This is an optimization exercise on Yosys and OpenROAD, whose aim is small area and a short achievable clock period, not a production implementation.
Only simulation tests tie the RTL to the original design; equivalence was not proved.
Power is estimated from default activity; no workload was simulated.

## flow/constraint.sdc

```tcl
create_clock -name core_clock -period 5.5 [get_ports {clk}]
set_input_delay 1.1000 -clock core_clock [delete_from_list [all_inputs] [get_ports {clk}]]
set_output_delay 1.1000 -clock core_clock [all_outputs]
set_load 0.01 [all_outputs]
```

## flow/config.mk

```make
export PLATFORM = sky130hd
export DESIGN_NAME = rv_execute_top
export DESIGN_NICKNAME = rv_execute_top
export VERILOG_FILES = /design/flow/design.v
export SDC_FILE = /design/flow/constraint.sdc
export NUM_CORES = 4
export LEC_CHECK = 0
export CAP_MARGIN = 20
export CORE_MARGIN = 2
export CORE_UTILIZATION = 40
export SETUP_SLACK_MARGIN = 3.0
export SLEW_MARGIN = 20
```

## flow/run.sh

```bash
#!/bin/bash
# synth_recipe.tcl (not shown) runs the flow's synth.tcl, then flattens the netlist and writes it again
# the make line also repeats each setting of config.mk as NAME=value (left out here)
make -C /OpenROAD-flow-scripts/flow DESIGN_CONFIG=/design/flow/config.mk WORK_HOME=/design/flow/orfs CLKGATE_MAP_FILE= SYNTH_SCRIPT=/design/flow/synth_recipe.tcl finish
```

## flow/design.v

```verilog
`default_nettype none
package rv_exec_pkg;
        localparam int XLEN = 64;
endpackage
`default_nettype wire
`default_nettype none
module rv_decode_stage (
        input  logic                   clk,
        input  logic                   rst_i,
        input  logic                   valid_i,
        input  logic [223:0]           req_i,
        output logic                   dec_valid_o,
        output logic [64-1:0]       a_o,         
        output logic [64-1:0]       b_o,         
        output logic                   cin_o,       
        output logic [2:0]             fsel_o,      
        output logic                   sra_o,
        output logic [64-1:0]       base_o,      
        output logic [31:0]            imm_o,       
        output logic                   clr0_o,      
        output logic                   wbv_o,
        output logic                   rdv_o,
        output logic [5-1:0] rd_o
);
        logic [63:0] pc, rs1, rs2;
        logic [31:0] inst;
        logic [6:0]  opcode;
        logic [2:0]  f3;
        assign pc   = req_i[223:160];
        assign inst = req_i[159:128];
        assign rs1  = req_i[127:64];
        assign rs2  = req_i[63:0];
        assign opcode = inst[6:0];
        assign f3     = inst[14:12];
        logic is_op, is_imm, is_lui, is_auipc, is_br, is_jal, is_jalr, is_alu;
        assign is_op    = (opcode == 7'b0110011);
        assign is_imm   = (opcode == 7'b0010011);
        assign is_lui   = (opcode == 7'b0110111);
        assign is_auipc = (opcode == 7'b0010111);
        assign is_br    = (opcode == 7'b1100011);
        assign is_jal   = (opcode == 7'b1101111);
        assign is_jalr  = (opcode == 7'b1100111);
        assign is_alu   = is_op | is_imm;
        logic alt, sub, flip, sll;
        assign alt  = inst[30] & (is_op | (f3 == 3'b101));
        assign sub  = is_alu & ((f3 == 3'b000 & alt) | (f3[2:1] == 2'b01));
        assign flip = is_alu & (f3 == 3'b010);
        assign sll  = is_alu & (f3 == 3'b001);
        logic [63:0] imm_i, imm_u;
        assign imm_i = {{52{inst[31]}}, inst[31:20]};
        assign imm_u = {{32{inst[31]}}, inst[31:12], 12'b0};
        logic        eq, lt, taken;
        logic [63:0] cx, cy;
        assign cx    = {rs1[63] ^ ~f3[1], rs1[62:0]};
        assign cy    = {rs2[63] ^ ~f3[1], rs2[62:0]};
        assign eq    = (rs1 == rs2);
        assign lt    = (cx < cy);
        always_comb begin
                case (f3)
                        3'b000:  taken = eq;
                        3'b001:  taken = ~eq;
                        3'b100,
                        3'b110:  taken = lt;
                        3'b101,
                        3'b111:  taken = ~lt;
                        default: taken = 1'b0;
                endcase
        end
        logic [63:0] a_src, b_src, rs1_rev;
        always_comb begin
                for (int i = 0; i < 64; i++) rs1_rev[i] = rs1[63-i];
        end
        always_comb begin
                if (is_lui)                           a_src = '0;
                else if (is_auipc | is_jal | is_jalr) a_src = pc;
                else if (sll)                         a_src = rs1_rev;
                else                                  a_src = rs1;
                a_src[63] = a_src[63] ^ flip;
        end
        always_comb begin
                if (is_imm)                b_src = imm_i;
                else if (is_lui | is_auipc) b_src = imm_u;
                else if (is_jal | is_jalr) b_src = 64'd4;
                else                       b_src = rs2;
                b_src[63] = b_src[63] ^ flip;
        end
        logic [31:0] imm_t;
        always_comb begin
                if (is_br)       imm_t = taken ? {{20{inst[31]}}, inst[7], inst[30:25], inst[11:8], 1'b0}
                                               : 32'd4;
                else if (is_jal) imm_t = {{12{inst[31]}}, inst[19:12], inst[20], inst[30:21], 1'b0};
                else             imm_t = {{20{inst[31]}}, inst[31:20]};
        end
        always_ff @(posedge clk) begin
                if (rst_i) dec_valid_o <= 1'b0;
                else       dec_valid_o <= valid_i;
        end
        always_ff @(posedge clk) begin
                a_o    <= a_src;
                b_o    <= b_src ^ {64{sub}};
                cin_o  <= sub;
                fsel_o <= is_alu ? f3 : 3'b000;
                sra_o  <= inst[30] & (f3 == 3'b101);
                base_o <= is_jalr ? rs1 : pc;
                imm_o  <= imm_t;
                clr0_o <= ~is_br;
                wbv_o  <= is_alu | is_lui | is_auipc | is_jal | is_jalr;
                rdv_o  <= is_br | is_jal | is_jalr;
                rd_o   <= inst[11:7];
        end
endmodule
`default_nettype wire
`default_nettype none
module rv_alu_branch_stage (
        input  logic                   clk,
        input  logic                   rst_i,
        input  logic                   dec_valid_i,
        input  logic [64-1:0]       a_i,
        input  logic [64-1:0]       b_i,
        input  logic                   cin_i,
        input  logic [2:0]             fsel_i,
        input  logic                   sra_i,
        input  logic [64-1:0]       base_i,
        input  logic [31:0]            imm_i,
        input  logic                   clr0_i,
        input  logic                   wbv_i,
        input  logic                   rdv_i,
        input  logic [5-1:0] rd_i,
        output logic                   wb_valid_o,
        output logic [68:0]            wb_o,
        output logic                   redir_valid_o,
        output logic [63:0]            redir_o
);
        logic [63:0] sum;
        logic        cout, lt;
        assign {cout, sum} = {1'b0, a_i} + {1'b0, b_i} + {64'b0, cin_i};
        assign lt = ~cout;
        logic [5:0]  shamt;
        logic [63:0] shr, shl;
        assign shamt = b_i[5:0];
        assign shr   = 64'($signed({sra_i & a_i[63], a_i}) >>> shamt);
        always_comb begin
                for (int i = 0; i < 64; i++) shl[i] = shr[63-i];
        end
        logic [63:0] alu_res;
        always_comb begin
                case (fsel_i)
                        3'b000:  alu_res = sum;
                        3'b001:  alu_res = shl;
                        3'b010,
                        3'b011:  alu_res = {63'b0, lt};
                        3'b100:  alu_res = a_i ^ b_i;
                        3'b101:  alu_res = shr;
                        3'b110:  alu_res = a_i | b_i;
                        default: alu_res = a_i & b_i;
                endcase
        end
        logic [63:0] tgt;
        assign tgt = base_i + {{32{imm_i[31]}}, imm_i};
        always_ff @(posedge clk) begin
                if (rst_i) begin
                        wb_valid_o    <= 1'b0;
                        redir_valid_o <= 1'b0;
                end else begin
                        wb_valid_o    <= dec_valid_i & wbv_i;
                        redir_valid_o <= dec_valid_i & rdv_i;
                end
        end
        always_ff @(posedge clk) begin
                wb_o    <= {rd_i, alu_res};
                redir_o <= {tgt[63:1], tgt[0] & ~clr0_i};
        end
endmodule
`default_nettype wire
`default_nettype none
module rv_execute_top (
        input  logic         clk,
        input  logic         rst_i,
        input  logic         valid_i,
        input  logic [223:0] req_i,              
        output logic         wb_valid_o,
        output logic [68:0]  wb_o,               
        output logic         redir_valid_o,
        output logic [63:0]  redir_o             
);
        logic                   dec_valid;
        logic [64-1:0]       a, b, base;
        logic                   cin, sra, clr0, wbv, rdv;
        logic [31:0]            imm;
        logic [2:0]             fsel;
        logic [5-1:0] rd;
        rv_decode_stage u_decode (
                .clk         (clk),
                .rst_i       (rst_i),
                .valid_i     (valid_i),
                .req_i       (req_i),
                .dec_valid_o (dec_valid),
                .a_o         (a),
                .b_o         (b),
                .cin_o       (cin),
                .fsel_o      (fsel),
                .sra_o       (sra),
                .base_o      (base),
                .imm_o       (imm),
                .clr0_o      (clr0),
                .wbv_o       (wbv),
                .rdv_o       (rdv),
                .rd_o        (rd)
        );
        rv_alu_branch_stage u_exec (
                .clk           (clk),
                .rst_i         (rst_i),
                .dec_valid_i   (dec_valid),
                .a_i           (a),
                .b_i           (b),
                .cin_i         (cin),
                .fsel_i        (fsel),
                .sra_i         (sra),
                .base_i        (base),
                .imm_i         (imm),
                .clr0_i        (clr0),
                .wbv_i         (wbv),
                .rdv_i         (rdv),
                .rd_i          (rd),
                .wb_valid_o    (wb_valid_o),
                .wb_o          (wb_o),
                .redir_valid_o (redir_valid_o),
                .redir_o       (redir_o)
        );
endmodule
`default_nettype wire
```

==> metrics.yaml, run 1 <==
worst_setup_path:
  cp-end-kind: "flop"
  crit_arrival_ps: 3730
  reg2reg_from: "u_decode.b_o[0]$_DFF_P_"
  critPathSlowestCell: "mux4_2"
  crit_path_max_fanout: 10
  r2r_cells: 10
  critPathKind: "reg -> reg"
  slowest_delay_ps: 550
  regToRegEndpoint: "u_exec.wb_o[11]$_DFF_P_"
  cpMostUsedCell: "mux4_2"
  start_kind: "flop"
  critical_path_required_ps: 5960
  r2r_slack_ps: 2230
  path_cells: "buf_4, buf_16, mux4_2, mux2_4, mux4_2, mux2i_2, a21oi_1, a21o_1, a222oi_1, nor2_1"
synth:
  yosysTopAreaCell: "dfxtp_1"
  synth_area_leaders: "dfxtp_1, ha_1, mux4_2"
  synth-simple-area-share_pct: 13.2
  synth_top_area_share_pct: 25.3
  synth_seq_cells: 362
  yosysMostFrequentCell: "dfxtp_1"
  synth_area_per_cell_sq_um: 8.23
  netlist_area_sq_um: 28600
  synthMuxAreaShare_pct: 14.3
  ys.flop_type: "dfxtp_1"
  synth_top_family_by_area: "compound AO/OA/AOI/OAI gates"
  syn_inst: 3479
  async_reset_ff_share_pct: 0
  synth_common_cells: "dfxtp_1, a21oi_1, nand2_1, nor2_1, ha_1"
  synth_xor_area_share_pct: 4.96
  synthAdderAreaFrac_pct: 11.4
  synth_compound_area_share_pct: 24.3
  synth_edf_count: 0
  ys_warn_count: 2
  synth_cell_types: 90
  synth_fp_nets: 3964
  ys_seq_area_share_pct: 25.3
timing:
  final_max_slew_viol_count: 0
  tightest_slew_ps: 988
  finalHoldViolCount: 0
  period_share_pct: 59.5
  period_minus_slack_ps: 3270
  finalSetupViolations: 0
  setup_tns_ps: 0
  finalClockSkew_ps: 22.0
  worst_slack_ps: 2230
  fmax_ghz: 0.306
  rsz0062_at_grt: "true"
  slew_headroom_pct: 34.1
layout:
  final_layout_size_suffix_gt1_share_pct: 36.4
  seq_area_sq_um: 7430
  multi_input_area_sq_um: 24600
  final_nets: 4486
  fillCellCount: 6185
  fin_area_sq_um: 42500
  area_growth_pct: 48.6
die:
  row_count: 98
  fp.dieW_um: 272
  core_sq_um: 71100
  initial_core_util_pct: 40.3
  io_pins: 362
  fp.dieArea_sq_um: 73700
  die-height_um: 272
clocking:
  cts_tree: "yes"
  cts_buffers: 43
  root_buffer: "clkbuf_16"
  cts_max_path_buffers: 3
  insertion_delay_ps: 610
  cts.sinks: 362
  htree_levels: 2
  clkTransAtPathRegs_ps: 60
pwr:
  p_int_mw: 6.68
  cellPowerDensity_nw_per_um2: 249
  netSwitchingPower_mw: 3.91
  ir_drop_v: 0.000233
  clock_power_share_pct: 27.7
  seqPwrFrac_pct: 30.2
  sw_frac_of_total_pct: 36.9
  p_leak_nw: 17.6
  p_comb_share_pct: 42.1
routing:
  vias_per_cell: 6.24
  drt_iter0_drc: 3775
  drc_errors: 0
  routedWlPerCell_um: 28.5
  num_vias: 31100
  drt.antenna.violating_nets: 0
  dr.pass1.iters: 6
  routed_wl_um: 142000
run_status:
  status: "complete, no violations"
grt:
  antenna_found_initial: 12
  grt_pass1_wl_um: 199000
  grt_max_degree: 80
  grt_use_total_pct: 36.1
  grt_pass1_vias: 29600
  grt_overflow: 0
place:
  gp_congestion: 1.00
  placed_cell_area_sq_um: 33900
  dp_hpwl_um: 98600
  io_buffers: 361
  dp_slack_ps: 797
hold_path:
  min_to: "u_exec.wb_o[68]$_DFF_P_"
  hold_depth: 0
  min_path_type: "reg -> reg"
  worstHoldStart: "u_decode.rd_o[4]$_DFF_P_"
flow_run:
  maxCapViolCount: 0
## area by class of cell
cell class / instances / area share (%)
inverter: 236 / 2.19
timing repair inverter: 3 / 0.0618
multi-input combinational: 2642 / 57.7
clock inverter: 19 / 0.535
sequential: 362 / 17.5
timing repair buffer: 713 / 16.4
tap: 950 / 2.79
clock buffer: 57 / 2.79
antenna: 5 / 0.0294
## cell usage in the layout (no fill, tap or decap), types with 90 or more instances in the layout
cell type and instances:
inv_1 211, xnor2_1 115, clkdlybuf4s50_1 90, nor2_1 258
a21oi_2 98, a21o_1 112, buf_4 231, dfxtp_1 286
dlygate4sd2_1 174, ha_1 142, ha_4 97, a21oi_1 204
nand2_1 277
## cells by family (layout without fill, tap and decap cells)
logic type,count (synthesis),in the layout
AND/OR/NAND/NOR,856,856
buffers and inverters,478,1028
XOR/XNOR,162,162
adder cells (fa/ha/maj),258,258
multiplexers,292,292
flip-flops,362,362
other,0,5
AO/OA/AOI/OAI,1071,1074
## repair_timing
action | in CTS | in global routing
gates resized for setup | 1075 | 464
buffers inserted | 194 | 87
setup endpoints to repair | 459 | 246
cloned | 25 | 6
hold buffers | 0 | 0
pin swaps | 238 | 200
## metal layers
layer	global-route usage (%)	vias to the layer above	wire length, um	share of wire, %
met5	0	-	74	0.052
met4	19.5	12	10000	7.0
met3	6.73	453	13700	9.6
met2	55.8	1960	61800	43
met1	47.5	15100	56700	40
li1	-	13700	-	-
## worst max-delay path, delay by kind of cell, from the launching register on
kind | cells | cell delay (ps)
and+or+nand+nor | 1 | 140
DFF | 1 | 420
muxes | 4 | 1610
AOI/OAI and AO/OA | 3 | 640
buffers and inverters | 2 | 300
## sequential cells by signal, indices dropped and copies added, names as in the netlist, 3 cells and up
name	flops
u_decode.fsel_o	3
u_exec.wb_o	69
u_decode.b_o	64
u_decode.imm_o	21
u_decode.a_o	64
u_decode.rd_o	5
u_decode.base_o	64
u_exec.redir_o	64
## through the flow
| step | instances | power, mW | hold slack [ps] | util, % |
|---|---|---|---|---|
| CTS | 4889 | 10.2 | 323 | 56.7 |
| floorplan | 3479 | 5.28 | 310 | - |
| detailed placement | 4594 | 6.77 | 312 | 47.7 |
| finish | 4987 | 10.6 | 322 | 59.8 |
| global route | 4983 | 11.0 | 328 | 59.8 |
| global placement | 4594 | 6.79 | 311 | 47.7 |
## worst max path at each step
stage | from | endpoint | cells past startpoint
detailed placement | req_i[61] | u_decode.imm_o[2]$_DFF_P_ | 13
global route | u_decode.b_o[0]$_DFF_P_ | u_exec.wb_o[45]$_DFF_P_ | 11
CTS | u_decode.b_o[0]$_DFF_P_ | u_exec.wb_o[0]$_DFF_P_ | 14
finish | u_decode.b_o[0]$_DFF_P_ | u_exec.wb_o[11]$_DFF_P_ | 10
floorplan | req_i[97] | u_decode.imm_o[2]$_DFF_P_ | 12
global placement | req_i[61] | u_decode.imm_o[2]$_DFF_P_ | 13
## power by group through the flow
stage	Combinational [mW]	Clock [mW]	Sequential, mW
6_report	4.46	2.93	3.20
3_3_place_gp	3.52	0	3.27
4_1_cts	4.03	2.96	3.19
3_5_place_dp	3.50	0	3.28
2_1_floorplan	1.98	0	3.30
5_1_grt	4.68	3.06	3.23
==> run 2, diff against run 1 <==
--- a/flow/design.v
+++ b/flow/design.v
@@ -43,7 +43,8 @@
         assign is_alu   = is_op | is_imm;
-        logic alt, sub, flip, sll;
-        assign alt  = inst[30] & (is_op | (f3 == 3'b101));
-        assign sub  = is_alu & ((f3 == 3'b000 & alt) | (f3[2:1] == 2'b01));
-        assign flip = is_alu & (f3 == 3'b010);
-        assign sll  = is_alu & (f3 == 3'b001);
+        logic o6, o5, o4, o3, o2;
+        assign {o6, o5, o4, o3, o2} = inst[6:2];
+        logic sub, flip, sll;
+        assign sub  = ~o2 & (((f3 == 3'b000) & inst[30] & o5) | (f3[2:1] == 2'b01));
+        assign flip = ~o2 & (f3 == 3'b010);
+        assign sll  = ~o2 & (f3 == 3'b001);
         logic [63:0] imm_i, imm_u;
@@ -56,3 +57,6 @@
         assign eq    = (rs1 == rs2);
-        assign lt    = (cx < cy);
+        logic [63:0] cmp_s;
+        logic        ge;
+        rv_pfx_add #(.W(64)) u_cmp (.a(cx), .b(~cy), .cin(1'b1), .s(cmp_s), .cout(ge));
+        assign lt    = ~ge;
         always_comb begin
@@ -72,7 +76,10 @@
         end
-        always_comb begin
-                if (is_lui)                           a_src = '0;
-                else if (is_auipc | is_jal | is_jalr) a_src = pc;
-                else if (sll)                         a_src = rs1_rev;
-                else                                  a_src = rs1;
+        logic a_zero, a_pc;
+        assign a_zero = o2 & o4 & o5;
+        assign a_pc   = o2 & (o6 | ~o5);
+        always_comb begin
+                if (a_zero)    a_src = '0;
+                else if (a_pc) a_src = pc;
+                else if (sll)  a_src = rs1_rev;
+                else           a_src = rs1;
                 a_src[63] = a_src[63] ^ flip;
@@ -80,6 +87,5 @@
         always_comb begin
-                if (is_imm)                b_src = imm_i;
-                else if (is_lui | is_auipc) b_src = imm_u;
-                else if (is_jal | is_jalr) b_src = 64'd4;
-                else                       b_src = rs2;
+                if (o2)      b_src = o4 ? imm_u : 64'd4;
+                else if (o5) b_src = rs2;
+                else         b_src = imm_i;
                 b_src[63] = b_src[63] ^ flip;
@@ -88,6 +94,6 @@
         always_comb begin
-                if (is_br)       imm_t = taken ? {{20{inst[31]}}, inst[7], inst[30:25], inst[11:8], 1'b0}
-                                               : 32'd4;
-                else if (is_jal) imm_t = {{12{inst[31]}}, inst[19:12], inst[20], inst[30:21], 1'b0};
-                else             imm_t = {{20{inst[31]}}, inst[31:20]};
+                if (~o2)     imm_t = taken ? {{20{inst[31]}}, inst[7], inst[30:25], inst[11:8], 1'b0}
+                                           : 32'd4;
+                else if (o3) imm_t = {{12{inst[31]}}, inst[19:12], inst[20], inst[30:21], 1'b0};
+                else         imm_t = {{20{inst[31]}}, inst[31:20]};
         end
@@ -101,7 +107,7 @@
                 cin_o  <= sub;
-                fsel_o <= is_alu ? f3 : 3'b000;
+                fsel_o <= o2 ? 3'b000 : f3;
                 sra_o  <= inst[30] & (f3 == 3'b101);
-                base_o <= is_jalr ? rs1 : pc;
+                base_o <= (o2 & ~o3) ? rs1 : pc;
                 imm_o  <= imm_t;
-                clr0_o <= ~is_br;
+                clr0_o <= o2;
                 wbv_o  <= is_alu | is_lui | is_auipc | is_jal | is_jalr;
@@ -135,3 +141,3 @@
         logic        cout, lt;
-        assign {cout, sum} = {1'b0, a_i} + {1'b0, b_i} + {64'b0, cin_i};
+        rv_pfx_add #(.W(64)) u_add (.a(a_i), .b(b_i), .cin(cin_i), .s(sum), .cout(cout));
         assign lt = ~cout;
@@ -144,17 +150,19 @@
         end
-        logic [63:0] alu_res;
+        logic [63:0] other, alu_res;
         always_comb begin
                 case (fsel_i)
-                        3'b000:  alu_res = sum;
-                        3'b001:  alu_res = shl;
-                        3'b010,
-                        3'b011:  alu_res = {63'b0, lt};
-                        3'b100:  alu_res = a_i ^ b_i;
-                        3'b101:  alu_res = shr;
-                        3'b110:  alu_res = a_i | b_i;
-                        default: alu_res = a_i & b_i;
+                        3'b001:  other = shl;
+                        3'b100:  other = a_i ^ b_i;
+                        3'b101:  other = shr;
+                        3'b110:  other = a_i | b_i;
+                        3'b111:  other = a_i & b_i;
+                        default: other = '0;
                 endcase
         end
+        rv_res_sel u_res (.sum(sum), .sel_sum(fsel_i == 3'b000), .lt(lt),
+                          .sel_lt(fsel_i[2:1] == 2'b01), .other(other), .y(alu_res));
         logic [63:0] tgt;
-        assign tgt = base_i + {{32{imm_i[31]}}, imm_i};
+        logic        tgt_co;
+        rv_pfx_add #(.W(64)) u_tgt (.a(base_i), .b({{32{imm_i[31]}}, imm_i}), .cin(1'b0),
+                                    .s(tgt), .cout(tgt_co));
         always_ff @(posedge clk) begin
@@ -171,2 +179,44 @@
                 redir_o <= {tgt[63:1], tgt[0] & ~clr0_i};
+        end
+endmodule
+module rv_res_sel (
+        input  logic [63:0] sum,
+        input  logic        sel_sum,
+        input  logic        lt,
+        input  logic        sel_lt,
+        input  logic [63:0] other,
+        output logic [63:0] y
+);
+        always_comb begin
+                y    = (sum & {64{sel_sum}}) | other;
+                y[0] = y[0] | (lt & sel_lt);
+        end
+endmodule
+module rv_pfx_add #(
+        parameter int W = 64
+) (
+        input  logic [W-1:0] a,
+        input  logic [W-1:0] b,
+        input  logic         cin,
+        output logic [W-1:0] s,
+        output logic         cout
+);
+        logic [W:0] G, P;
+        always_comb begin
+                G[0] = cin;
+                P[0] = 1'b0;
+                for (int i = 0; i < W; i++) begin
+                        G[i+1] = a[i] & b[i];
+                        P[i+1] = a[i] | b[i];
+                end
+                for (int l = 0; (1 << l) < W + 1; l++) begin
+                        for (int i = 0; i < W + 1; i++) begin
+                                if (((i >> l) & 1) == 1) begin
+                                        G[i] = G[i] | (P[i] & G[((i >> l) << l) - 1]);
+                                        P[i] = P[i] & P[((i >> l) << l) - 1];
+                                end
+                        end
+                end
+                for (int i = 0; i < W; i++) s[i] = a[i] ^ b[i] ^ G[i];
+                cout = G[W];
         end
==> flow/flow/run.sh (new file) <==
#!/bin/bash
set -uo pipefail
bash standard.sh "BUFFER_PORTS_ARGS=-buffer_cell sky130_fd_sc_hd__buf_2" finish > standard.log 2>&1
status=$?
tail -20 standard.log
exit $status
==> flow/standard.sh (new file) <==
#!/bin/bash
# synth_recipe.tcl (not shown) runs the flow's synth.tcl, then flattens the netlist and writes it again
# the make line also repeats each setting of config.mk as NAME=value (left out here)
make -C /OpenROAD-flow-scripts/flow DESIGN_CONFIG=/design/flow/config.mk WORK_HOME=/design/flow/orfs CLKGATE_MAP_FILE= SYNTH_SCRIPT=/design/flow/synth_recipe.tcl "${@:-finish}"
--- a/flow/config.mk
+++ b/flow/config.mk
@@ -7,5 +7,7 @@
 export LEC_CHECK = 0
+export ABC_AREA = 1
 export CAP_MARGIN = 20
 export CORE_MARGIN = 2
-export CORE_UTILIZATION = 40
+export CORE_UTILIZATION = 60
+export CTS_BUF_LIST = sky130_fd_sc_hd__clkbuf_4 sky130_fd_sc_hd__clkbuf_8
 export SETUP_SLACK_MARGIN = 3.0
removed: flow/run.sh
==> run 2 against run 1 <==
Still clean on timing, DRC and antenna. Synthesized cell count up 34%. Via count rose by 13%. Sequential share of layout area up 2.5 points. Total power grew 6.5%.
==> metrics.yaml, run 2 <==
synth:
  synth-simple-area-share_pct: 29.6
  synth_fp_nets: 5291
  ys.flop_type: "dfxtp_1"
  yosysMostFrequentCell: "nand2_1"
  synth_top_area_share_pct: 23.7
  ys_seq_area_share_pct: 23.7
  synthMuxAreaShare_pct: 0.295
  synthAdderAreaFrac_pct: 17.1
  synth_seq_cells: 362
  async_reset_ff_share_pct: 0
  synth_common_cells: "nand2_1, inv_1, nand3_1, ha_1, o21ai_0"
  synth_area_per_cell_sq_um: 6.57
  ys_warn_count: 4
  syn_inst: 4654
  synth_compound_area_share_pct: 15.1
  netlist_area_sq_um: 30600
  synth_area_leaders: "dfxtp_1, ha_1, nand2_1"
  yosysTopAreaCell: "dfxtp_1"
  synth_edf_count: 0
  synth_top_family_by_area: "simple AND/OR/NAND/NOR gates"
  synth_cell_types: 62
  synth_xor_area_share_pct: 2.03
flow_run:
  maxCapViolCount: 0
worst_setup_path:
  reg2reg_from: "u_decode.imm_o[30]$_DFF_P_"
  crit_arrival_ps: 3300
  cpMostUsedCell: "inv_1"
  endpoint: "u_exec.redir_o[31]$_DFF_P_"
  crit_path_max_fanout: 7
  path_cells: "clkinvlp_4, buf_6, clkbuf_16, ha_4, nor2_4, inv_4, nor4_4, buf_4, nand3_4, nand2_8, inv_1, fa_2, inv_1"
  critPathKind: "reg -> reg"
  start_kind: "flop"
  r2r_slack_ps: 2770
  regToRegEndpoint: "u_exec.redir_o[31]$_DFF_P_"
  critical_path_required_ps: 6070
  r2r_cells: 13
  cp-end-kind: "flop"
  slowest_delay_ps: 530
  critPathSlowestCell: "fa_2"
  critPathLaunch: "u_decode.imm_o[30]$_DFF_P_"
hold_path:
  min_path_type: "reg -> reg"
clocking:
  insertion_delay_ps: 700
  htree_levels: 3
  cts.sinks: 362
  cts_tree: "yes"
  clkTransAtPathRegs_ps: 70
  cts_buffers: 66
  root_buffer: "clkbuf_8"
  cts_max_path_buffers: 3
routing:
  drt_iter0_drc: 5189
  routedWlPerCell_um: 23.5
  num_vias: 35200
  drt.antenna.violating_nets: 0
  drc_errors: 0
  vias_per_cell: 6.11
  dr.pass1.iters: 7
  routed_wl_um: 136000
grt:
  antenna_found_initial: 32
  grt_use_total_pct: 46.7
  grt_overflow: 0
  grt_pass1_wl_um: 187000
  grt_max_degree: 129
  grt_pass1_vias: 31200
timing:
  period_share_pct: 49.7
  slew_headroom_pct: 28.4
  setup_tns_ps: 0
  rsz0062_at_grt: "true"
  final_max_slew_viol_count: 0
  finalSetupViolations: 0
  tightest_slew_ps: 1060
  fmax_ghz: 0.366
  period_minus_slack_ps: 2730
  finalHoldViolCount: 0
  finalClockSkew_ps: 27.7
place:
  dp.cells: 5523
  io_buffers: 361
  dp_hpwl_um: 97200
  gp_congestion: 1.10
die:
  die-height_um: 230
  fp.dieW_um: 230
  io_pins: 362
  fp.dieArea_sq_um: 52800
  row_count: 82
  core_sq_um: 50300
  initial_core_util_pct: 60.8
layout:
  mostFrequentLayoutCells: "nand2_1, inv_1, nand3_1"
  final_layout_size_suffix_gt1_share_pct: 20.5
  fillCellCount: 4103
  finalNonFillerCells: 5767
  final_nets: 5663
  largest_register_ffs: 69
  regMostFlops: "u_exec.wb_o"
  area_growth_pct: 20.8
  final_common_cell: "nand2_1"
pwr:
  ir_drop_v: 0.000277
  cellPowerDensity_nw_per_um2: 305
  p_leak_nw: 19.2
run_status:
  status: "complete, no violations"
-- run 2: logic make-up after synthesis --
group | after synthesis
mux | 9
buf+inv | 949
flops | 362
simple gates | 2038
xor+xnor | 71
fa+ha+maj | 410
compound gates | 815
-- run 2: cell type report --
| type | count | area, sq um | area share (%) |
|---|---|---|---|
| clock inverters | 29 | 229 | 0.620 |
| clock buffers | 90 | 1200 | 3.25 |
| inverters | 739 | 2840 | 7.67 |
| multi-input cells | 3352 | 21000 | 56.9 |
| repair inverters | 1 | 5.00 | 0.0135 |
| repair buffers | 504 | 3400 | 9.21 |
| well taps | 672 | 841 | 2.28 |
| diodes | 18 | 45.0 | 0.122 |
| flip-flops and latches | 362 | 7380 | 20.0 |
-- run 2: timing repair --
action	in CTS	in global routing
pin swaps	45	57
buffers inserted	34	50
cloned	9	14
hold buffers	0	0
resized for setup	186	250
setup endpoints to repair	183	195
-- run 2: through the flow --
step	util (%)	setup slack, ps	power, mW	hold WS, ps	cell area [sq um]
after floorplan	-	2110	6.07	310	31000
after global placement	65.6	2140	7.54	311	33000
after detailed placement	65.6	2030	7.58	313	33000
after CTS	70.4	2980	10.6	327	35400
after global routing	73.4	2720	11.7	335	36900
final	73.5	2770	11.3	326	36900
-- run 2: metal layers --
layer	wire [um]	part of all wire [%]	track usage, %
met5	182	0.13	0
met4	10700	7.9	28.1
met3	19400	14	13.7
met2	55800	41	70.2
met1	49500	37	59.1
-- run 2: how the worst min path moves through the flow --
stage	start	end	slack, ps	depth (start not counted)
after floorplan	u_decode.rd_o[0]$_DFF_P_	u_exec.wb_o[64]$_DFF_P_	310	0
after global placement	u_decode.rd_o[2]$_DFF_P_	u_exec.wb_o[66]$_DFF_P_	310	0
after detailed placement	u_decode.rd_o[2]$_DFF_P_	u_exec.wb_o[66]$_DFF_P_	310	0
after CTS	u_decode.rd_o[2]$_DFF_P_	u_exec.wb_o[66]$_DFF_P_	330	0
after global routing	u_decode.rd_o[0]$_DFF_P_	u_exec.wb_o[64]$_DFF_P_	330	0
final	u_decode.rd_o[1]$_DFF_P_	u_exec.wb_o[65]$_DFF_P_	330	0
-- run 2: critical path: cells and delay by family (launching register included) --
kind	cells	cell delay [ps]
buf+inv	7	880
fa+ha+maj	2	710
simple gates	4	590
flops	1	430
-- run 2: report_power, final --
| part | leakage [nW] | switching (mW) | total, mW | internal (mW) |
|---|---|---|---|---|
| registers | 3.06 | 0.347 | 3.44 | 3.09 |
| clock network | 0.744 | 1.33 | 2.86 | 1.53 |
| logic | 15.4 | 3.24 | 4.98 | 1.74 |
==> run 3, diff against run 2 <==
--- a/flow/design.v
+++ b/flow/design.v
@@ -13,3 +13,4 @@
         output logic [64-1:0]       a_o,         
-        output logic [64-1:0]       b_o,         
+        output logic [64-1:0]       x_o,         
+        output logic [5:0]             shamt_o,     
         output logic                   cin_o,       
@@ -105,3 +106,4 @@
                 a_o    <= a_src;
-                b_o    <= b_src ^ {64{sub}};
+                x_o    <= a_src ^ b_src ^ {64{sub}};
+                shamt_o <= b_src[5:0];
                 cin_o  <= sub;
@@ -124,3 +126,4 @@
         input  logic [64-1:0]       a_i,
-        input  logic [64-1:0]       b_i,
+        input  logic [64-1:0]       x_i,         
+        input  logic [5:0]             shamt_i,
         input  logic                   cin_i,
@@ -141,3 +144,3 @@
         logic        cout, lt;
-        rv_pfx_add #(.W(64)) u_add (.a(a_i), .b(b_i), .cin(cin_i), .s(sum), .cout(cout));
+        rv_pfx_addx #(.W(64)) u_add (.a(a_i), .x(x_i), .cin(cin_i), .s(sum), .cout(cout));
         assign lt = ~cout;
@@ -145,3 +148,3 @@
         logic [63:0] shr, shl;
-        assign shamt = b_i[5:0];
+        assign shamt = shamt_i;
         assign shr   = 64'($signed({sra_i & a_i[63], a_i}) >>> shamt);
@@ -154,6 +157,6 @@
                         3'b001:  other = shl;
-                        3'b100:  other = a_i ^ b_i;
+                        3'b100:  other = x_i;
                         3'b101:  other = shr;
-                        3'b110:  other = a_i | b_i;
-                        3'b111:  other = a_i & b_i;
+                        3'b110:  other = a_i | x_i;
+                        3'b111:  other = a_i & ~x_i;
                         default: other = '0;
@@ -223,2 +226,31 @@
 endmodule
+module rv_pfx_addx #(
+        parameter int W = 64
+) (
+        input  logic [W-1:0] a,
+        input  logic [W-1:0] x,
+        input  logic         cin,
+        output logic [W-1:0] s,
+        output logic         cout
+);
+        logic [W:0] G, P;
+        always_comb begin
+                G[0] = cin;
+                P[0] = 1'b0;
+                for (int i = 0; i < W; i++) begin
+                        G[i+1] = a[i] & ~x[i];
+                        P[i+1] = a[i] | x[i];
+                end
+                for (int l = 0; (1 << l) < W + 1; l++) begin
+                        for (int i = 0; i < W + 1; i++) begin
+                                if (((i >> l) & 1) == 1) begin
+                                        G[i] = G[i] | (P[i] & G[((i >> l) << l) - 1]);
+                                        P[i] = P[i] & P[((i >> l) << l) - 1];
+                                end
+                        end
+                end
+                for (int i = 0; i < W; i++) s[i] = x[i] ^ G[i];
+                cout = G[W];
+        end
+endmodule
 `default_nettype wire
@@ -236,3 +268,4 @@
         logic                   dec_valid;
-        logic [64-1:0]       a, b, base;
+        logic [64-1:0]       a, x, base;
+        logic [5:0]             shamt;
         logic                   cin, sra, clr0, wbv, rdv;
@@ -248,3 +281,4 @@
                 .a_o         (a),
-                .b_o         (b),
+                .x_o         (x),
+                .shamt_o     (shamt),
                 .cin_o       (cin),
@@ -264,3 +298,4 @@
                 .a_i           (a),
-                .b_i           (b),
+                .x_i           (x),
+                .shamt_i       (shamt),
                 .cin_i         (cin),
--- a/flow/config.mk
+++ b/flow/config.mk
@@ -12,3 +12,3 @@
 export CTS_BUF_LIST = sky130_fd_sc_hd__clkbuf_4 sky130_fd_sc_hd__clkbuf_8
-export SETUP_SLACK_MARGIN = 3.0
+export SETUP_SLACK_MARGIN = 2.8
 export SLEW_MARGIN = 20
==> run 3 against run 2 <==
Still clean. Synthesized cell count up 2.5%. Register-to-register slack about the same. Total power down 0.95%. Cell count grew 0.55%. Setup slack improved by 3.4 ps. Cell area shrank 6.8%. Critical path depth down 6. Hold slack better by 3.3 ps. Via count decreased by 1.4%. Fmax grew 0.13%. Clock skew grew 6.8 ps. Clock-buffer cell count down 1. Critical path type unchanged. Largest cell class unchanged. Largest power group unchanged.
==> metrics.yaml, run 3 <==
run_status:
  status: "complete, no violations"
layout:
  mostFrequentLayoutCells: "nand2_1, inv_1, nand3_1"
  final_layout_size_suffix_gt1_share_pct: 15.2
  largest_register_ffs: 69
  final_common_cell: "nand2_1"
  utilization_pct: 69.2
  fillCellCount: 4529
  area_growth_pct: 14.5
  final_nets: 5566
  regMostFlops: "u_exec.wb_o"
  finalNonFillerCells: 5799
pwr:
  seqPwrFrac_pct: 32.5
  ir_drop_v: 0.000272
  p_comb_share_pct: 41.4
  clock_power_share_pct: 26.1
  p_leak_nw: 18.4
  p_int_mw: 6.38
  sw_frac_of_total_pct: 42.9
  cellPowerDensity_nw_per_um2: 325
  netSwitchingPower_mw: 4.80
routing:
  num_vias: 34700
  routedWlPerCell_um: 22.6
  routed_wl_um: 131000
  drc_errors: 0
  wl_met1_um: 48100
  wl_met2_um: 53000
  top_layer: "met5"
  vias_per_cell: 5.99
  dr.pass1.iters: 8
  drt.antenna.violating_nets: 0
  drt_iter0_drc: 5112
  route.met3.wl_um: 18000
hold_path:
  min_to: "u_exec.wb_o[66]$_DFF_P_"
  hold_depth: 0
  worstHoldStart: "u_decode.rd_o[2]$_DFF_P_"
  min_path_type: "reg -> reg"
place:
  dp_hpwl_um: 99100
  dp_slack_ps: 1800
  io_buffers: 361
  gp_congestion: 1.10
  dp.cells: 5630
timing:
  whs_ps: 329
  fmax_ghz: 0.366
  final_max_slew_viol_count: 0
  finalSetupViolations: 0
  finalHoldViolCount: 0
  period_share_pct: 49.7
  setup_tns_ps: 0
  period_minus_slack_ps: 2730
  slew_headroom_pct: 27.8
  worst_slack_ps: 2770
  rsz0062_at_grt: "true"
  tightest_slew_ps: 1080
  finalClockSkew_ps: 34.5
synth:
  synth_seq_cells: 368
  synth_edf_count: 0
  yosysTopAreaCell: "dfxtp_1"
  synth_area_per_cell_sq_um: 6.30
  synth_common_cells: "nand2_1, inv_1, nand3_1, o21ai_0, dfxtp_1"
  async_reset_ff_share_pct: 0
  synth_cell_types: 56
  ys_warn_count: 5
  yosysMostFrequentCell: "nand2_1"
  netlist_area_sq_um: 30100
  synth_fp_nets: 5274
  ys.flop_type: "dfxtp_1"
  synth_top_area_share_pct: 24.5
  ys_seq_area_share_pct: 24.5
  syn_inst: 4772
  synth_area_leaders: "dfxtp_1, nand2_1, nand3_1"
clocking:
  cts_max_path_buffers: 3
  clkTransAtPathRegs_ps: 70
  cts.hold.buffers_added: 0
  htree_levels: 2
  cts_buffers: 60
  cts_tree: "yes"
  cts.sinks: 368
  insertion_delay_ps: 710
  root_buffer: "clkbuf_8"
die:
  die-height_um: 228
  fp.dieW_um: 228
  row_count: 82
  core_sq_um: 49800
  initial_core_util_pct: 60.4
  fp.dieArea_sq_um: 51900
  io_pins: 362
worst_setup_path:
  crit_path_max_fanout: 42
  critical_path_required_ps: 6130
  regToRegEndpoint: "u_exec.wb_o[55]$_DFF_P_"
  critPathLaunch: "u_decode.fsel_o[0]$_SDFF_PP0_"
  critPathKind: "reg -> reg"
  r2r_cells: 7
  crit_arrival_ps: 3360
  cp-end-kind: "flop"
  r2r_slack_ps: 2770
  reg2reg_from: "u_decode.fsel_o[0]$_SDFF_PP0_"
  start_kind: "flop"
grt:
  grt_use_total_pct: 47.5
  grt_pass1_vias: 30900
  grt_max_degree: 129
  grt_overflow: 0
  antenna_found_initial: 23
  grt_pass1_wl_um: 188000
flow_run:
  maxCapViolCount: 0
[run 3: through the flow]
| stage | total power, mW | area, sq um |
|---|---|---|
| after floorplan | 6.38 | 30200 |
| after global placement | 7.83 | 32100 |
| after detailed placement | 7.88 | 32100 |
| after CTS | 10.8 | 33900 |
| after global routing | 11.7 | 34400 |
| final | 11.2 | 34400 |
[run 3: critical path: stages, from the launching register on]
cell        delay, ps
dfxtp_1           630
nand2_1           180
nor2_2            110
buf_4             500
clkinvlp_2        710
nor2_1            350
nor2_1             90
nand2_1            70
[run 3: area by class of cell]
class | instances | area, sq um | share of cell area [%]
Tap cell | 672 | 841 | 2.44
Timing Repair inverter | 3 | 17.5 | 0.0509
Clock buffer | 89 | 1130 | 3.29
Sequential cell | 368 | 7380 | 21.4
Antenna cell | 16 | 40.0 | 0.116
Multi-Input combinational cell | 3462 | 19400 | 56.3
Clock inverter | 20 | 323 | 0.938
Timing Repair Buffer | 425 | 2460 | 7.14
Inverter | 744 | 2840 | 8.26
[run 3: per-layer routing]
metal	global-route usage, %	vias up
li1	-	16000
met2	69.9	2618
met3	10.4	537
met5	0	-
met4	33.8	12
met1	61.4	15600
[run 3: repair_timing]
| item | in CTS | in global routing |
|---|---|---|
| setup buffers | 16 | 16 |
| resized for setup | 37 | 80 |
| setup endpoints to repair | 216 | 139 |
| pin swaps | 7 | 12 |
| cloned | 4 | 7 |
[run 3: cell families (layout without fill, tap and decap cells)]
group / count (synthesis) / after routing / synth area share [%]
and+or+nand+nor: 2255 / 2262 / 32.7
buffers and inverters: 949 / 1281 / 12.6
AOI/OAI and AO/OA: 783 / 783 / 14.5
DFF: 368 / 368 / 24.5
adders and majority gates: 275 / 275 / 11.6
xor gates and xnor gates: 141 / 141 / 4.11
muxes: 1 / 1 / 0.0333
other: 0 / 16 / 0
[run 3: how the worst max path moves through the flow]
| stage | to | slack, ps |
|---|---|---|
| after global routing | u_exec.redir_o[45]$_DFF_P_ | 2750 |
| after detailed placement | u_decode.x_o[41]$_DFF_P_ | 1800 |
| after floorplan | u_exec.redir_o[31]$_DFF_P_ | 2180 |
| after CTS | u_exec.redir_o[45]$_DFF_P_ | 2810 |
| final | u_exec.wb_o[55]$_DFF_P_ | 2770 |
| after global placement | u_decode.imm_o[18]$_DFF_P_ | 1850 |
[run 3: power groups by stage]
stage	Clock [mW]	Sequential, mW	Combinational (mW)
global placement	0	3.64	4.19
detailed placement	0	3.64	4.23
finish	2.92	3.63	4.63
floorplan	0	3.64	2.74
CTS	2.92	3.59	4.33
global route	3.03	3.65	4.99
==> run 4, diff against run 3 <==
--- a/flow/design.v
+++ b/flow/design.v
@@ -16,3 +16,3 @@
         output logic                   cin_o,       
-        output logic [2:0]             fsel_o,      
+        output logic [7:0]             fsel_o,      
         output logic                   sra_o,
@@ -109,3 +109,3 @@
                 cin_o  <= sub;
-                fsel_o <= o2 ? 3'b000 : f3;
+                fsel_o <= 8'b1 << (o2 ? 3'b000 : f3);
                 sra_o  <= inst[30] & (f3 == 3'b101);
@@ -129,3 +129,3 @@
         input  logic                   cin_i,
-        input  logic [2:0]             fsel_i,
+        input  logic [7:0]             fsel_i,      
         input  logic                   sra_i,
@@ -154,14 +154,9 @@
         logic [63:0] other, alu_res;
-        always_comb begin
-                case (fsel_i)
-                        3'b001:  other = shl;
-                        3'b100:  other = x_i;
-                        3'b101:  other = shr;
-                        3'b110:  other = a_i | x_i;
-                        3'b111:  other = a_i & ~x_i;
-                        default: other = '0;
-                endcase
-        end
-        rv_res_sel u_res (.sum(sum), .sel_sum(fsel_i == 3'b000), .lt(lt),
-                          .sel_lt(fsel_i[2:1] == 2'b01), .other(other), .y(alu_res));
+        assign other = (shl           & {64{fsel_i[1]}}) |
+                       (x_i           & {64{fsel_i[4]}}) |
+                       (shr           & {64{fsel_i[5]}}) |
+                       ((a_i | x_i)   & {64{fsel_i[6]}}) |
+                       ((a_i & ~x_i)  & {64{fsel_i[7]}});
+        rv_res_sel u_res (.sum(sum), .sel_sum(fsel_i[0]), .lt(lt),
+                          .sel_lt(fsel_i[2] | fsel_i[3]), .other(other), .y(alu_res));
         logic [63:0] tgt;
@@ -272,3 +267,3 @@
         logic [31:0]            imm;
-        logic [2:0]             fsel;
+        logic [7:0]             fsel;
         logic [5-1:0] rd;
--- a/flow/config.mk
+++ b/flow/config.mk
@@ -12,2 +12,4 @@
 export CTS_BUF_LIST = sky130_fd_sc_hd__clkbuf_4 sky130_fd_sc_hd__clkbuf_8
+export CTS_CLUSTER_DIAMETER = 50
+export CTS_CLUSTER_SIZE = 16
 export SETUP_SLACK_MARGIN = 2.8
==> run 4 against run 3 <==
Clock power fell by 23%. Critical endpoint is now u_decode.x_o[9]$_DFF_P_. Sequential power rose by 2%. First-iteration DRC count rose by 7.0%. Register-to-register slack got worse by 20 ps. Cell area fell by 1.8%. Fmax fell by 0.98%. Combinational power fell by 4%. Setup slack got worse by 27 ps. Cell count fell by 1.7%. Sequential share of layout area rose by 0.70 points. Highest routed layer unchanged.
==> metrics.yaml, run 4 <==
pwr:
  ir_drop_v: 0.000335
  p_leak_nw: 17.7
  p_int_mw: 5.70
  cellPowerDensity_nw_per_um2: 307
  seqPwrFrac_pct: 35.5
  netSwitchingPower_mw: 4.68
  p_comb_share_pct: 42.9
  clock_power_share_pct: 21.6
  sw_frac_of_total_pct: 45.1
layout:
  final_nets: 5491
  final_layout_size_suffix_gt1_share_pct: 14.0
  final_common_cell: "nand2_1"
  regMostFlops: "u_exec.wb_o"
  mostFrequentLayoutCells: "nand2_1, inv_1, nand3_1"
  area_growth_pct: 13.0
  largest_register_ffs: 69
timing:
  finalClockSkew_ps: 29.8
  finalHoldViolCount: 0
  worst_slack_ps: 2740
  final_max_slew_viol_count: 0
  tightest_slew_ps: 1010
  slew_headroom_pct: 32.9
  period_share_pct: 50.2
  period_minus_slack_ps: 2760
  finalSetupViolations: 0
  fmax_ghz: 0.363
  setup_tns_ps: 0
  rsz0062_at_grt: "true"
grt:
  grt_pass1_wl_um: 185000
  grt_overflow: 0
  grt_pass1_vias: 30500
  antenna_found_initial: 21
  grt_max_degree: 82
  grt_use_total_pct: 48.3
routing:
  vias_per_cell: 6.05
  routed_wl_um: 130000
  routedWlPerCell_um: 22.7
  drt.antenna.violating_nets: 0
  drc_errors: 0
  drt_iter0_drc: 5471
  num_vias: 34500
  dr.pass1.iters: 10
synth:
  async_reset_ff_share_pct: 0
  synth_seq_cells: 373
  synth_cell_types: 64
  synth_common_cells: "nand2_1, inv_1, nand3_1, o21ai_0, dfxtp_1"
  netlist_area_sq_um: 29900
  synth_fp_nets: 5230
  ys.flop_type: "dfxtp_1"
  synth_area_per_cell_sq_um: 6.33
  ys_warn_count: 5
  yosysTopAreaCell: "dfxtp_1"
  ys_seq_area_share_pct: 24.9
  synth_edf_count: 0
  synth_area_leaders: "dfxtp_1, nand2_1, ha_1"
  syn_inst: 4728
  synth_top_area_share_pct: 24.9
  yosysMostFrequentCell: "nand2_1"
clocking:
  cts_max_path_buffers: 3
  insertion_delay_ps: 690
  root_buffer: "clkbuf_8"
  cts.sinks: 373
  cts_tree: "yes"
  cts_buffers: 43
  cts.hold.buffers_added: 0
  htree_levels: 2
  clkTransAtPathRegs_ps: 90
die:
  core_sq_um: 49100
  fp.dieArea_sq_um: 51700
  io_pins: 362
  die-height_um: 227
  row_count: 81
  initial_core_util_pct: 61.0
  fp.dieW_um: 227
worst_setup_path:
  critical_path_required_ps: 6060
  crit_arrival_ps: 3320
  start_kind: "input pin"
  crit_path_max_fanout: 26
  critPathKind: "in -> reg"
  cp-end-kind: "flop"
place:
  dp_slack_ps: 1760
  dp_hpwl_um: 96700
  gp_congestion: 1.14
  io_buffers: 361
hold_path:
  min_path_type: "reg -> reg"
run_status:
  status: "complete, no violations"
flow_run:
  maxCapViolCount: 0
[run 4: repair_timing]
action	in CTS	in global routing
buffers inserted	10	16
gates resized for setup	22	106
pin swaps	3	8
setup endpoints to repair	169	262
cloned	3	6
[run 4: worst paths after layout]
path | start | endpoint | slack, ps | cells past startpoint
min reg2reg | u_decode.rd_o[4]$_DFF_P_ | u_exec.wb_o[68]$_DFF_P_ | 330 | 0
max reg2reg | u_decode.shamt_o[3]$_DFF_P_ | u_exec.wb_o[62]$_DFF_P_ | 2750 | 8
min | u_decode.rd_o[4]$_DFF_P_ | u_exec.wb_o[68]$_DFF_P_ | 330 | 0
max | req_i[141] | u_decode.x_o[9]$_DFF_P_ | 2740 | 10
[run 4: cell families (layout without fill, tap and decap cells)]
group	count (synthesis)	count (layout)	share of synthesized area (%)
compound gates	827	827	15.0
xor+xnor	150	150	4.39
fa+ha+maj	275	275	11.6
buf+inv	906	1194	11.9
flops	373	373	24.9
mux	5	5	0.167
other cells	0	17	0
simple gates	2192	2197	32.0
[run 4: through the flow]
stage / utilization (%) / hold WS (ps) / std cells / instance area, sq um / total power, mW
final: 68.9 / 326 / 5702 / 33800 / 10.4
after global routing: 68.9 / 342 / 5688 / 33800 / 10.9
after CTS: 67.7 / 335 / 5663 / 33200 / 10.0
after detailed placement: 65.2 / 313 / 5573 / 32000 / 7.79
after global placement: 65.2 / 310 / 5573 / 32000 / 7.74
after floorplan: - / 310 / 4728 / 30000 / 6.33
[run 4: area by class of cell]
type	instances	area (sq um)
Fill cell	4522	15200
Clock inverter	29	372
Multi-Input combinational cell	3454	19400
Timing Repair inverter	1	7.51
Sequential cell	373	7480
Tap cell	664	831
Inverter	696	2650
Clock buffer	48	642
Timing Repair Buffer	420	2420
Antenna cell	17	42.5
[run 4: power by group through the flow]
| stage | Sequential [mW] | Clock (mW) | Combinational, mW |
|---|---|---|---|
| after detailed placement | 3.70 | 0 | 4.10 |
| after global placement | 3.69 | 0 | 4.05 |
| after global routing | 3.72 | 2.35 | 4.83 |
| after CTS | 3.64 | 2.25 | 4.15 |
| after floorplan | 3.71 | 0 | 2.61 |
| final | 3.69 | 2.24 | 4.45 |
[run 4: layer usage]
layer	vias to the layer above	track usage [%]	wire [um]
met4	10	38.6	12800
met5	-	0	74
met1	15500	61.2	47200
li1	15800	-	-
met2	2598	67.8	51000
met3	636	14.5	18600
[run 4: worst max-delay path, cell delays in order]
cell      delay (ps)
buf_2            190
nor2_4           130
nand2_1          220
nor2_4           290
buf_4            190
buf_6            250
o21ai_0          210
o21bai_1         320
inv_1            190
xor2_1           200
==> run 5, diff against run 4 <==
--- a/flow/config.mk
+++ b/flow/config.mk
@@ -8,3 +8,3 @@
 export ABC_AREA = 1
-export CAP_MARGIN = 20
+export CAP_MARGIN = 10
 export CORE_MARGIN = 2
@@ -15,2 +15,2 @@
 export SETUP_SLACK_MARGIN = 2.8
-export SLEW_MARGIN = 20
+export SLEW_MARGIN = 10
==> run 5 against run 4 <==
Still clean on timing, DRC and antenna. Global-route usage unchanged. Non-clock buffer count unchanged. Via count fell by 0.11%. Synthesized cell count stayed put. Highest routed layer unchanged.
==> metrics.yaml, run 5 <==
synth:
  async_reset_ff_share_pct: 0
  yosysTopAreaCell: "dfxtp_1"
  synth_area_per_cell_sq_um: 6.33
  netlist_area_sq_um: 29900
  synth_area_leaders: "dfxtp_1, nand2_1, ha_1"
  synth_fp_nets: 5230
  ys_warn_count: 5
  synth_edf_count: 0
  yosysMostFrequentCell: "nand2_1"
  synth_cell_types: 64
  syn_inst: 4728
  synth_seq_cells: 373
  synth_top_area_share_pct: 24.9
  synth_common_cells: "nand2_1, inv_1, nand3_1, o21ai_0, dfxtp_1"
  ys.flop_type: "dfxtp_1"
  ys_seq_area_share_pct: 24.9
worst_setup_path:
  r2r_cells: 11
  crit_arrival_ps: 3400
  r2r_slack_ps: 2740
  critPathKind: "in -> reg"
  crit_path_max_fanout: 26
  critical_path_required_ps: 5990
  start_kind: "input pin"
  cp-end-kind: "flop"
die:
  io_pins: 362
  core_sq_um: 49100
  die-height_um: 227
  fp.dieW_um: 227
  initial_core_util_pct: 61.0
  row_count: 81
  fp.dieArea_sq_um: 51700
grt:
  grt_max_degree: 82
  grt_pass1_vias: 30500
  grt_overflow: 0
  grt_pass1_wl_um: 185000
  antenna_found_initial: 21
  grt_use_total_pct: 48.3
run_status:
  status: "complete, no violations"
layout:
  utilization_pct: 68.9
  mostFrequentLayoutCells: "nand2_1, inv_1, nand3_1"
  largest_register_ffs: 69
  final_layout_size_suffix_gt1_share_pct: 14.0
  area_growth_pct: 13.0
  seq_area_sq_um: 7480
  fillCellCount: 4528
  fin_area_sq_um: 33800
  final_common_cell: "nand2_1"
  final_nets: 5492
  regMostFlops: "u_exec.wb_o"
  finalNonFillerCells: 5701
  multi_input_area_sq_um: 19400
timing:
  final_max_slew_viol_count: 0
  period_minus_slack_ps: 2910
  worst_slack_ps: 2590
  fmax_ghz: 0.344
  setup_tns_ps: 0
  finalSetupViolations: 0
  slew_headroom_pct: 31.5
  finalClockSkew_ps: 31.1
  finalHoldViolCount: 0
  rsz0062_at_grt: "true"
  period_share_pct: 52.9
  whs_ps: 327
  tightest_slew_ps: 1030
routing:
  route.met3.wl_um: 18600
  wl_met2_um: 50900
  routed_wl_um: 130000
  drc_errors: 0
  wl_met1_um: 47300
  num_vias: 34500
  drt_iter0_drc: 5514
  drt.antenna.violating_nets: 0
  vias_per_cell: 6.05
  routedWlPerCell_um: 22.8
  dr.pass1.iters: 12
  top_layer: "met5"
place:
  io_buffers: 361
  gp_congestion: 1.14
  placed_cell_area_sq_um: 32000
  dp_slack_ps: 1760
  dp_hpwl_um: 96700
  dp.cells: 5573
clocking:
  root_buffer: "clkbuf_8"
  htree_levels: 2
  clkTransAtPathRegs_ps: 90
  insertion_delay_ps: 690
  cts.hold.buffers_added: 0
  cts_tree: "yes"
  cts_buffers: 43
  cts.sinks: 373
  cts_max_path_buffers: 3
hold_path:
  min_path_type: "reg -> reg"
  hold_depth: 0
pwr:
  p_leak_nw: 17.7
  total_power_mw: 10.4
  cellPowerDensity_nw_per_um2: 307
  ir_drop_v: 0.000335
flow_run:
  maxCapViolCount: 0
-- run 5: area by class of cell --
cell class / instances / area share, %
Multi-Input combinational cell: 3454 / 57.3
Inverter: 696 / 7.85
Timing Repair Buffer: 420 / 7.17
Timing Repair inverter: 2 / 0.0370
Clock inverter: 29 / 1.10
Antenna cell: 15 / 0.111
Sequential cell: 373 / 22.1
Clock buffer: 48 / 1.90
Tap cell: 664 / 2.46
-- run 5: cells by family (layout without fill, tap and decap cells) --
group | Yosys count | count (layout) | synth area share (%)
mux | 5 | 5 | 0.167
xor+xnor | 150 | 150 | 4.39
other cells | 0 | 15 | 0
fa+ha+maj | 275 | 275 | 11.6
compound gates | 827 | 827 | 15.0
simple gates | 2192 | 2197 | 32.0
flops | 373 | 373 | 24.9
buf+inv | 906 | 1195 | 11.9
-- run 5: path summary, 6_finish.rpt --
path,startpoint,to
setup / recovery,req_i[141],u_decode.a_o[11]$_DFF_P_
hold / removal,u_decode.rd_o[4]$_DFF_P_,u_exec.wb_o[68]$_DFF_P_
setup reg to reg,u_decode.shamt_o[0]$_DFF_P_,u_exec.wb_o[46]$_DFF_P_
hold reg to reg,u_decode.rd_o[4]$_DFF_P_,u_exec.wb_o[68]$_DFF_P_
-- run 5: critical path, cell delays in order --
cell,delay (ps)
buf_2,200
nor2_4,140
nand2_1,200
nor2_4,280
buf_4,190
buf_4,330
o21ai_0,180
o21ai_0,540
inv_1,240
-- run 5: power by group --
| part | total [mW] | switching (mW) | internal, mW |
|---|---|---|---|
| Combinational | 4.45 | 3.00 | 1.45 |
| Sequential | 3.68 | 0.442 | 3.24 |
| Clock | 2.25 | 1.24 | 1.01 |
| Total | 10.4 | 4.68 | 5.70 |
-- run 5: layer usage --
metal	vias up	track usage, %
li1	15800	-
met1	15400	61.2
met2	2592	67.8
met3	665	14.5
met4	10	38.6
met5	-	0
-- run 5: what timing repair did --
action	CTS	global route
gates cloned	3	7
endpoints found under the hold margin	0	0
setup endpoints to repair	169	194
pin swaps	3	8
setup buffers	10	16
gates resized for setup	22	104

static timing again, ports no longer ideal:
The flow's constraints put no driver on any port. The routed layouts listed below were extracted and timed again, unchanged, in two steps.
Step 1 assumes that a clkbuf_16 drives the clock port and a buf_2 every other input.
Step 2, shift: input delay + t, output delay - t, t = (earliest + latest rising clock arrival at the registers) / 2. This alone moves slack from input paths to output paths.
a / b / c = no drivers / after step 1 / after step 2; a / b = the first two.
run | t (ns) | setup slack, ns | hold WS [ns] | slew at the worst register clock pin (ns)
run 1 | 0.667 | 2.227 / 2.227 / 1.594 | 0.322 / 0.322 / 0.322 | 0.06 / 0.06
run 2 | 0.748 | 2.765 / 2.765 / 2.190 | 0.326 / 0.326 / 0.326 | 0.07 / 0.07
run 3 | 0.758 | 2.769 / 2.769 / 2.064 | 0.329 / 0.329 / 0.329 | 0.08 / 0.08
run 4 | 0.736 | 2.742 / 2.687 / 2.043 | 0.326 / 0.326 / 0.326 | 0.10 / 0.10
run 5 | 0.736 | 2.592 / 2.635 / 1.900 | 0.327 / 0.327 / 0.327 | 0.10 / 0.10
After both steps setup and hold are still met in every run listed. The setup slack of run 3, which loses most, moves by 0.000 ns with the drivers and by -0.705 ns with both steps.
